This is an optimization exercise on Yosys and OpenROAD, whose aim is small area, a short achievable clock period and few clock cycles, not a production implementation.
RTL that was checked went through simulation tests only; none was proved equivalent to the original.

job 101:
==> flow/design.v <==
package sad_pkg;
  localparam int PixelWidth = 8;
  localparam int SadWidth   = 17;   
  localparam int SumWidth   = 12;   
  localparam int SAddrWidth = 10;   
  localparam int RAddrWidth = 8;
  typedef logic [PixelWidth-1:0] pixel_t;
  typedef logic [SadWidth-1:0] sad_t;
  typedef logic [SumWidth-1:0] sum_t;
  typedef logic [SAddrWidth-1:0] saddr_t;
  typedef logic [RAddrWidth-1:0] raddr_t;
endpackage
`timescale 1ns/1ns
module sad_scan_decode #(
  parameter int SImgSize = 19,
  parameter int RImgSize = 4,
  parameter int Tail     = 4
) (
  input  logic   clk_i,
  input  logic   rst_ni,
  input  logic   start_i,
  input  logic   finish_i,
  output logic   busy_o,
  output sad_pkg::saddr_t smem_raddr_o,
  output sad_pkg::raddr_t ref_raddr_o,
  output logic   ref_load_o,    
  output logic   accept_o,      
  output logic   cand_vld_o,    
  output logic   cand_last_o    
);
  localparam int PixNum = SImgSize * SImgSize;
  localparam int RefNum = RImgSize * RImgSize;
  localparam int AddrW  = $clog2(PixNum);
  localparam int RefW   = $clog2(RefNum);
  localparam int PosW   = $clog2(SImgSize);
  logic             active;   
  logic             past;     
  logic [AddrW-1:0] addr;
  logic [RefW-1:0]  raddr;
  logic [PosW-1:0]  col;      
  logic [PosW-1:0]  row;
  logic             col_ge;   
  logic             row_ge;   
  logic             col_last;
  logic             row_last;
  logic             accept;
  logic             issue;    
  logic             addr_end;
  assign accept   = start_i && !busy_o;
  assign issue    = accept || active;
  assign col_last = col == PosW'(SImgSize - 1);
  assign row_last = row == PosW'(SImgSize - 1);
  assign addr_end = addr == AddrW'(PixNum - 1 + Tail);
  assign accept_o = accept && rst_ni;
  assign smem_raddr_o = sad_pkg::SAddrWidth'(addr);
  assign ref_raddr_o  = sad_pkg::RAddrWidth'(raddr);
  always_ff @(posedge clk_i) begin
    if (!rst_ni) begin
      busy_o      <= 1'b0;
      active      <= 1'b0;
      past        <= 1'b0;
      addr        <= '0;
      raddr       <= '0;
      col         <= '0;
      row         <= '0;
      col_ge      <= 1'b0;
      row_ge      <= 1'b0;
      ref_load_o  <= 1'b0;
      cand_vld_o  <= 1'b0;
      cand_last_o <= 1'b0;
    end else begin
      if (accept) begin
        busy_o <= 1'b1;
      end else if (finish_i) begin
        busy_o <= 1'b0;
      end
      ref_load_o  <= accept || (raddr != '0);
      cand_vld_o  <= issue && col_ge && row_ge && !past;
      cand_last_o <= issue && col_last && row_last;
      if (accept || (raddr != '0)) begin
        raddr <= raddr + 1'b1;
      end
      if (issue) begin
        if (addr_end) begin
          active <= 1'b0;
          past   <= 1'b0;
          addr   <= '0;
          col    <= '0;
          row    <= '0;
          col_ge <= 1'b0;
          row_ge <= 1'b0;
        end else begin
          active <= 1'b1;
          addr   <= addr + 1'b1;
          if (col_last && row_last) past <= 1'b1;
          if (col_last) begin
            col    <= '0;
            col_ge <= 1'b0;
            row    <= row + 1'b1;
            if (row == PosW'(RImgSize - 2)) row_ge <= 1'b1;
          end else begin
            col <= col + 1'b1;
            if (col == PosW'(RImgSize - 2)) col_ge <= 1'b1;
          end
        end
      end
    end
  end
endmodule
`timescale 1ns/1ns
module sad_pe_array #(
  parameter int SImgSize = 19,
  parameter int RImgSize = 4
) (
  input  logic   clk_i,
  input  logic   accept_i,
  input  logic   ref_load_i,
  input  sad_pkg::pixel_t search_pix_i,
  input  sad_pkg::pixel_t ref_pix_i,
  output sad_pkg::sum_t   sum_o
);
  localparam int RefNum  = RImgSize * RImgSize;
  localparam int LineLen = (RImgSize - 1) * SImgSize;
  localparam int SumW    = sad_pkg::SumWidth;
  localparam int ColW    = 10;   
  localparam sad_pkg::sum_t Offset = SumW'(-RefNum * 510);
  typedef logic [ColW-1:0] col_t;
  sad_pkg::pixel_t nref_q  [RefNum];      
  sad_pkg::sum_t   ref_sum_q;             
  logic            ref_add_q;             
  sad_pkg::pixel_t npix_q;                
  sad_pkg::pixel_t nline_q [LineLen];     
  sad_pkg::pixel_t ncol    [RImgSize];    
  sad_pkg::pixel_t npre    [RImgSize];    
  logic            gt_q    [RImgSize][RImgSize];   
  col_t            min_s   [RImgSize];
  col_t            min_c   [RImgSize];
  col_t            min_s_q [RImgSize];
  col_t            min_c_q [RImgSize];
  col_t            pix_sum;
  col_t            pix_sum_q;
  sad_pkg::sum_t   h_q     [RImgSize-1];
  function automatic sad_pkg::pixel_t nref_px(input int x, input int y);
    nref_px = nref_q[RefNum-1 - (RImgSize*y + x)];
  endfunction
  function automatic logic greater(input sad_pkg::pixel_t a, input sad_pkg::pixel_t nb);
    logic c;
    c = 1'b0;
    for (int i = 0; i < sad_pkg::PixelWidth; i++) c = (a[i] & nb[i]) | ((a[i] | nb[i]) & c);
    greater = c;
  endfunction
  function automatic logic [2*ColW-1:0] csa(input col_t a, input col_t b, input col_t c);
    csa = {((a & b) | (a & c) | (b & c)) << 1, a ^ b ^ c};
  endfunction
  always_ff @(posedge clk_i) begin
    if (ref_load_i) begin
      nref_q[0] <= ~ref_pix_i;
      for (int k = 1; k < RefNum; k++) nref_q[k] <= nref_q[k-1];
    end
  end
  always_ff @(posedge clk_i) begin
    ref_add_q <= ref_load_i;
    if (accept_i) begin
      ref_sum_q <= Offset;
    end else if (ref_add_q) begin
      ref_sum_q <= ref_sum_q + SumW'(~nref_q[0]);
    end
  end
  always_ff @(posedge clk_i) begin
    npix_q     <= ~search_pix_i;
    nline_q[0] <= npix_q;
    for (int k = 1; k < LineLen; k++) nline_q[k] <= nline_q[k-1];
  end
  always_comb begin
    for (int y = 0; y < RImgSize; y++) begin
      if (y == RImgSize - 1) begin
        ncol[y] = npix_q;
        npre[y] = ~search_pix_i;
      end else begin
        ncol[y] = nline_q[(RImgSize - 1 - y) * SImgSize - 1];
        npre[y] = nline_q[(RImgSize - 1 - y) * SImgSize - 2];
      end
    end
  end
  always_ff @(posedge clk_i) begin
    for (int y = 0; y < RImgSize; y++) begin
      for (int x = 0; x < RImgSize; x++) begin
        gt_q[y][x] <= greater(~npre[y], nref_px(x, y));
      end
    end
  end
  always_comb begin
    col_t m [RImgSize];
    col_t s1, c1;
    for (int x = 0; x < RImgSize; x++) begin
      for (int y = 0; y < RImgSize; y++) begin
        m[y] = ColW'(gt_q[y][x] ? nref_px(x, y) : ncol[y]);
      end
      {c1, s1} = csa(m[0], m[1], m[2]);
      {min_c[x], min_s[x]} = csa(s1, c1, m[3]);
    end
  end
  always_comb begin
    pix_sum = '0;
    for (int y = 0; y < RImgSize; y++) pix_sum = pix_sum + ColW'(~ncol[y]);
  end
  always_ff @(posedge clk_i) begin
    for (int x = 0; x < RImgSize; x++) begin
      min_s_q[x] <= min_s[x];
      min_c_q[x] <= min_c[x];
    end
    pix_sum_q <= pix_sum;
  end
  always_ff @(posedge clk_i) begin
    h_q[0] <= ref_sum_q + SumW'(pix_sum_q) + {min_s_q[0], 1'b0} + {min_c_q[0], 1'b0};
    for (int x = 1; x < RImgSize - 1; x++) begin
      h_q[x] <= h_q[x-1] + SumW'(pix_sum_q) + {min_s_q[x], 1'b0} + {min_c_q[x], 1'b0};
    end
  end
  assign sum_o = h_q[RImgSize-2] + SumW'(pix_sum_q) +
                 {min_s_q[RImgSize-1], 1'b0} + {min_c_q[RImgSize-1], 1'b0};
endmodule
`timescale 1ns/1ns
module sad_min_select #(
  parameter int SImgSize = 19,
  parameter int RImgSize = 4,
  parameter int Latency  = 4    
) (
  input  logic   clk_i,
  input  logic   rst_ni,
  input  logic   accept_i,
  input  logic   cand_vld_i,    
  input  logic   cand_last_i,
  input  sad_pkg::sum_t   sum_i,  
  input  sad_pkg::saddr_t raddr_i,  
  output logic   finish_o,
  output sad_pkg::sad_t   min_sad_o,
  output sad_pkg::saddr_t min_addr_o
);
  localparam int Offset = (RImgSize - 1) * (SImgSize + 1);   
  localparam int CandW  = 9;
  logic [Latency-2:0] vld_q;
  logic [Latency-2:0] last_q;
  sad_pkg::sum_t      best_sad;
  logic [CandW-1:0]   best_addr;
  assign min_sad_o  = sad_pkg::SadWidth'(best_sad);
  assign min_addr_o = sad_pkg::SAddrWidth'(best_addr);
  always_ff @(posedge clk_i) begin
    if (!rst_ni) begin
      vld_q    <= '0;
      last_q   <= '0;
      finish_o <= 1'b0;
    end else begin
      vld_q    <= {vld_q[Latency-3:0], cand_vld_i};
      last_q   <= {last_q[Latency-3:0], cand_last_i};
      finish_o <= last_q[Latency-2];
    end
  end
  always_ff @(posedge clk_i) begin
    if (accept_i) begin
      best_sad  <= '1;   
    end else if (vld_q[Latency-2] && (sum_i < best_sad)) begin
      best_sad  <= sum_i;
      best_addr <= CandW'(raddr_i - sad_pkg::SAddrWidth'(Latency + Offset));
    end
  end
endmodule
`timescale 1ns/1ns
module motion_search_top #(
  parameter int SImgSize = 19,
  parameter int RImgSize = 4,
  parameter int PeNum    = 16
) (
  input  logic   clk_i,
  input  logic   rst_ni,
  input  logic   start_i,
  input  sad_pkg::pixel_t smem_rdata_i,
  input  sad_pkg::pixel_t ref_rdata_i,
  output sad_pkg::saddr_t smem_raddr_o,
  output sad_pkg::raddr_t ref_raddr_o,
  output logic   busy_o,
  output logic   finish_o,
  output sad_pkg::sad_t   min_sad_o,
  output sad_pkg::saddr_t min_addr_o
);
  logic          ref_load;
  logic          accept;
  logic          cand_vld;
  logic          cand_last;
  sad_pkg::sum_t sum;
  sad_scan_decode #(
    .SImgSize(SImgSize),
    .RImgSize(RImgSize),
    .Tail    (3)
  ) i_decode (
    .clk_i       (clk_i),
    .rst_ni      (rst_ni),
    .start_i     (start_i),
    .finish_i    (finish_o),
    .busy_o      (busy_o),
    .smem_raddr_o(smem_raddr_o),
    .ref_raddr_o (ref_raddr_o),
    .ref_load_o  (ref_load),
    .accept_o    (accept),
    .cand_vld_o  (cand_vld),
    .cand_last_o (cand_last)
  );
  sad_pe_array #(
    .SImgSize(SImgSize),
    .RImgSize(RImgSize)
  ) i_execute (
    .clk_i       (clk_i),
    .accept_i    (accept),
    .ref_load_i  (ref_load),
    .search_pix_i(smem_rdata_i),
    .ref_pix_i   (ref_rdata_i),
    .sum_o       (sum)
  );
  sad_min_select #(
    .SImgSize(SImgSize),
    .RImgSize(RImgSize),
    .Latency (3)
  ) i_result (
    .clk_i      (clk_i),
    .rst_ni     (rst_ni),
    .accept_i   (accept),
    .cand_vld_i (cand_vld),
    .cand_last_i(cand_last),
    .sum_i      (sum),
    .raddr_i    (smem_raddr_o),
    .finish_o   (finish_o),
    .min_sad_o  (min_sad_o),
    .min_addr_o (min_addr_o)
  );
endmodule
==> flow/config.mk <==
export PLATFORM = sky130hd
export DESIGN_NAME = motion_search_top
export DESIGN_NICKNAME = motion_search_top
export VERILOG_FILES = /design/flow/design.v
export SDC_FILE = /design/flow/constraint.sdc
export NUM_CORES = 4
export LEC_CHECK = 0
export ABC_AREA = 1
export CAP_MARGIN = 20
export CORE_MARGIN = 2
export CORE_UTILIZATION = 70
export CTS_CLUSTER_DIAMETER = 60
export CTS_CLUSTER_SIZE = 30
export SLEW_MARGIN = 20
export SETUP_SLACK_MARGIN = 7.0
==> flow/constraint.sdc <==
create_clock -name core_clock -period 10.0 [get_ports {clk_i}]
set_input_delay 2.0000 -clock core_clock [delete_from_list [all_inputs] [get_ports {clk_i}]]
set_output_delay 2.0000 -clock core_clock [all_outputs]
set_load 0.01 [all_outputs]
standard.sh (not shown) runs the stock make flow with config.mk's settings and CLKGATE_MAP_FILE= SYNTH_SCRIPT=/design/flow/synth_recipe.tcl, a recipe that flattens the netlist after the stock synthesis.
==> flow/flow/run.sh <==
#!/bin/bash
set -euo pipefail
MARGIN=$(cat flow/margin.txt)
echo "export SETUP_SLACK_MARGIN = $MARGIN" >> config.mk
bash standard.sh > standard.log 2>&1
==> flow/flow/margin.txt <==
7.0
### job 101 -> job 102
--- a/flow/design.v
+++ b/flow/design.v
@@ -204,23 +204,23 @@
     pix_sum = '0;
     for (int y = 0; y < RImgSize; y++) pix_sum = pix_sum + ColW'(~ncol[y]);
   end
   always_ff @(posedge clk_i) begin
     for (int x = 0; x < RImgSize; x++) begin
-      min_s_q[x] <= min_s[x];
-      min_c_q[x] <= min_c[x];
+      min_s_q[x] <= ~min_s[x];   
+      min_c_q[x] <= ~min_c[x];
     end
     pix_sum_q <= pix_sum;
   end
   always_ff @(posedge clk_i) begin
-    h_q[0] <= ref_sum_q + SumW'(pix_sum_q) + {min_s_q[0], 1'b0} + {min_c_q[0], 1'b0};
+    h_q[0] <= ref_sum_q + SumW'(pix_sum_q) + {~min_s_q[0], 1'b0} + {~min_c_q[0], 1'b0};
     for (int x = 1; x < RImgSize - 1; x++) begin
-      h_q[x] <= h_q[x-1] + SumW'(pix_sum_q) + {min_s_q[x], 1'b0} + {min_c_q[x], 1'b0};
+      h_q[x] <= h_q[x-1] + SumW'(pix_sum_q) + {~min_s_q[x], 1'b0} + {~min_c_q[x], 1'b0};
     end
+    sum_o <= h_q[RImgSize-2] + SumW'(pix_sum_q) +
+             {~min_s_q[RImgSize-1], 1'b0} + {~min_c_q[RImgSize-1], 1'b0};
   end
-  assign sum_o = h_q[RImgSize-2] + SumW'(pix_sum_q) +
-                 {min_s_q[RImgSize-1], 1'b0} + {min_c_q[RImgSize-1], 1'b0};
 endmodule
 `timescale 1ns/1ns
 module sad_min_select #(
   parameter int SImgSize = 19,
   parameter int RImgSize = 4,
@@ -289,11 +289,11 @@
   logic          cand_last;
   sad_pkg::sum_t sum;
   sad_scan_decode #(
     .SImgSize(SImgSize),
     .RImgSize(RImgSize),
-    .Tail    (3)
+    .Tail    (4)
   ) i_decode (
     .clk_i       (clk_i),
     .rst_ni      (rst_ni),
     .start_i     (start_i),
     .finish_i    (finish_o),
@@ -317,11 +317,11 @@
     .sum_o       (sum)
   );
   sad_min_select #(
     .SImgSize(SImgSize),
     .RImgSize(RImgSize),
-    .Latency (3)
+    .Latency (4)
   ) i_result (
     .clk_i      (clk_i),
     .rst_ni     (rst_ni),
     .accept_i   (accept),
     .cand_vld_i (cand_vld),
Findings:
Per the comparison of job 102 with job 101, register-to-register path setup slack rose by 0.80 ns, sequential cell area fraction in the yosys report stayed essentially flat, global placer's final weighted congestion stayed essentially flat, length of routed met3 wiring fell by 3.2%, utilization fell by 1.3 points.
Higher total of flip-flops plus latches after synthesis among job 101 and job 102: job 102
Of job 101 and job 102, job 102 shows the higher CTS sink count, with job 101 below it.
Relative to job 101, the x dimension of the die of job 102 is higher by about 0.8%.
Diff job 101 -> job 102: relative slew slack shows an increase of 1.5 points.
Job 102 vs. job 101: growth of design area from synthesis to finish decreased 2.6 points; die footprint increased 1.6%; clock buffer instance count of the final layout decreased about 1.9%.
No functional check of the RTL was part of any run of this note.

========
05-27:
Another version of the RTL of motion_search_top (not shown whole).
Size: ~2600 cells after synthesis, ~810 flip-flops.
==> module sad_pe_array, before the edit <==
module sad_pe_array #(
  parameter int SImgSize = 19,
  parameter int RImgSize = 4
) (
  input  logic   clk_i,
  input  logic   accept_i,
  input  logic   ref_load_i,
  input  sad_pkg::pixel_t search_pix_i,
  input  sad_pkg::pixel_t ref_pix_i,
  output sad_pkg::sum_t   sum_o
);
  localparam int RefNum  = RImgSize * RImgSize;
  localparam int LineLen = (RImgSize - 1) * SImgSize;
  localparam int SumW    = sad_pkg::SumWidth;
  localparam int ColW    = 10;   
  localparam sad_pkg::sum_t Offset = SumW'(-RefNum * 510);
  typedef logic [ColW-1:0] col_t;
  sad_pkg::pixel_t nref_q  [RefNum];      
  sad_pkg::sum_t   ref_sum_q;             
  sad_pkg::pixel_t npix_q;                
  sad_pkg::pixel_t nline_q [LineLen];     
  sad_pkg::pixel_t ncol    [RImgSize];    
  sad_pkg::pixel_t npre    [RImgSize];    
  logic            gt_q    [RImgSize][RImgSize];   
  col_t            min_s   [RImgSize];
  col_t            min_c   [RImgSize];
  col_t            min_s_q [RImgSize];
  col_t            min_c_q [RImgSize];
  col_t            pix_sum;
  col_t            pix_sum_q;
  sad_pkg::sum_t   h_q     [RImgSize-1];
  function automatic sad_pkg::pixel_t nref_px(input int x, input int y);
    nref_px = nref_q[RefNum-1 - (RImgSize*y + x)];
  endfunction
  function automatic logic greater(input sad_pkg::pixel_t a, input sad_pkg::pixel_t nb);
    logic c;
    c = 1'b0;
    for (int i = 0; i < sad_pkg::PixelWidth; i++) c = (a[i] & nb[i]) | ((a[i] | nb[i]) & c);
    greater = c;
  endfunction
  function automatic logic [2*ColW-1:0] csa(input col_t a, input col_t b, input col_t c);
    csa = {((a & b) | (a & c) | (b & c)) << 1, a ^ b ^ c};
  endfunction
  always_ff @(posedge clk_i) begin
    if (ref_load_i) begin
      nref_q[0] <= ~ref_pix_i;
      for (int k = 1; k < RefNum; k++) nref_q[k] <= nref_q[k-1];
    end
  end
  always_ff @(posedge clk_i) begin
    if (accept_i) begin
      ref_sum_q <= Offset;
    end else if (ref_load_i) begin
      ref_sum_q <= ref_sum_q + SumW'(ref_pix_i);
    end
  end
  always_ff @(posedge clk_i) begin
    npix_q     <= ~search_pix_i;
    nline_q[0] <= npix_q;
    for (int k = 1; k < LineLen; k++) nline_q[k] <= nline_q[k-1];
  end
  always_comb begin
    for (int y = 0; y < RImgSize; y++) begin
      if (y == RImgSize - 1) begin
        ncol[y] = npix_q;
        npre[y] = ~search_pix_i;
      end else begin
        ncol[y] = nline_q[(RImgSize - 1 - y) * SImgSize - 1];
        npre[y] = nline_q[(RImgSize - 1 - y) * SImgSize - 2];
      end
    end
  end
  always_ff @(posedge clk_i) begin
    for (int y = 0; y < RImgSize; y++) begin
      for (int x = 0; x < RImgSize; x++) begin
        gt_q[y][x] <= greater(~npre[y], nref_px(x, y));
      end
    end
  end
  always_comb begin
    col_t m [RImgSize];
    col_t s1, c1;
    for (int x = 0; x < RImgSize; x++) begin
      for (int y = 0; y < RImgSize; y++) begin
        m[y] = ColW'(gt_q[y][x] ? nref_px(x, y) : ncol[y]);
      end
      {c1, s1} = csa(m[0], m[1], m[2]);
      {min_c[x], min_s[x]} = csa(s1, c1, m[3]);
    end
  end
  always_comb begin
    pix_sum = '0;
    for (int y = 0; y < RImgSize; y++) pix_sum = pix_sum + ColW'(~ncol[y]);
  end
  always_ff @(posedge clk_i) begin
    for (int x = 0; x < RImgSize; x++) begin
      min_s_q[x] <= min_s[x];
      min_c_q[x] <= min_c[x];
    end
    pix_sum_q <= pix_sum;
  end
  always_ff @(posedge clk_i) begin
    h_q[0] <= ref_sum_q + SumW'(pix_sum_q) + {min_s_q[0], 1'b0} + {min_c_q[0], 1'b0};
    for (int x = 1; x < RImgSize - 1; x++) begin
      h_q[x] <= h_q[x-1] + SumW'(pix_sum_q) + {min_s_q[x], 1'b0} + {min_c_q[x], 1'b0};
    end
    sum_o <= h_q[RImgSize-2] + SumW'(pix_sum_q) +
             {min_s_q[RImgSize-1], 1'b0} + {min_c_q[RImgSize-1], 1'b0};
  end
endmodule
==> flow/config.mk <==
export PLATFORM = sky130hd
export DESIGN_NAME = motion_search_top
export DESIGN_NICKNAME = motion_search_top
export VERILOG_FILES = /design/flow/design.v
export SDC_FILE = /design/flow/constraint.sdc
export NUM_CORES = 4
export LEC_CHECK = 0
export ABC_AREA = 1
export CAP_MARGIN = 20
export CORE_MARGIN = 2
export CORE_UTILIZATION = 70
export SLEW_MARGIN = 20
export SETUP_SLACK_MARGIN = 7.0
==> flow/constraint.sdc <==
create_clock -name core_clock -period 10.0 [get_ports {clk_i}]
set_input_delay 2.0000 -clock core_clock [delete_from_list [all_inputs] [get_ports {clk_i}]]
set_output_delay 2.0000 -clock core_clock [all_outputs]
set_load 0.01 [all_outputs]
Scripts as last shown in full above: flow/flow/run.sh, flow/flow/margin.txt
Testbench counts of 05-27, summed over its fixed seeds: cycles 23,416.
> inputs changed (05-27 -> 08-21)
--- a/flow/design.v
+++ b/flow/design.v
@@ -130,5 +130,5 @@
   col_t            min_s_q [RImgSize];
   col_t            min_c_q [RImgSize];
-  col_t            pix_sum;
+  logic [8:0]      pix_pair_q [2];        
   col_t            pix_sum_q;
   sad_pkg::sum_t   h_q     [RImgSize-1];
@@ -192,7 +192,7 @@
     end
   end
-  always_comb begin
-    pix_sum = '0;
-    for (int y = 0; y < RImgSize; y++) pix_sum = pix_sum + ColW'(~ncol[y]);
+  always_ff @(posedge clk_i) begin
+    pix_pair_q[0] <= 9'(~npre[0]) + 9'(~npre[1]);
+    pix_pair_q[1] <= 9'(~npre[2]) + 9'(~npre[3]);
   end
   always_ff @(posedge clk_i) begin
@@ -201,5 +201,5 @@
       min_c_q[x] <= min_c[x];
     end
-    pix_sum_q <= pix_sum;
+    pix_sum_q <= ColW'(pix_pair_q[0]) + ColW'(pix_pair_q[1]);
   end
   always_ff @(posedge clk_i) begin
Findings:
08-21 against 05-27: detailed-route via count went up 4.3%; core utilization decreased by 0.22 points relative to the old numbers; core box area now sits higher; met3 routing resource usage after global routing up 0.28 points; slew at the pin with the worst max-slew slack now sits lower. Re placer congestion estimate: 08-21 is 2.7% down on 05-27. 08-21 does worse than 05-27 on routed wire length. 08-21 vs 05-27, share of synthesized cell area in full adder, half adder and majority cells went down by 0.62 points. Logic depth of the worst path, buffers included: 05-27 vs 08-21 identical.
Testbench counts of 08-21, summed over its fixed seeds: cycles 23,416.

[afterwards: timing with drivers on the ports]
In the flow no input, the clock included, has a driving cell. The finished layouts below were timed again as built, in two steps.
Step 1, drivers: a clkbuf_16 drives clk_i and a buf_2 each remaining input, both assumed.
Step 2 times the ports against the registers' clock, not the clock port: input delays grow and output delays shrink by t, the midpoint of the rising clock arrivals with the driver on.
a / b / c = ideal / step 1 / step 2; a / b = the first two.
run | t, ns | slack for setup (ns) | worst register clock-pin slew, ns
job 101 | 0.658 | 6.285 / 6.285 / 6.285 | 0.11 / 0.11
job 102 | 0.652 | 6.887 / 6.830 / 6.435 | 0.11 / 0.11
05-27 | 0.676 | 6.876 / 6.821 / 6.354 | 0.07 / 0.07
08-21 | 0.667 | 6.865 / 6.809 / 6.389 | 0.07 / 0.07
After both steps every run listed still meets setup and hold. The setup slack of 05-27, which loses most, moves by -0.055 ns with the drivers and by -0.522 ns with both steps.
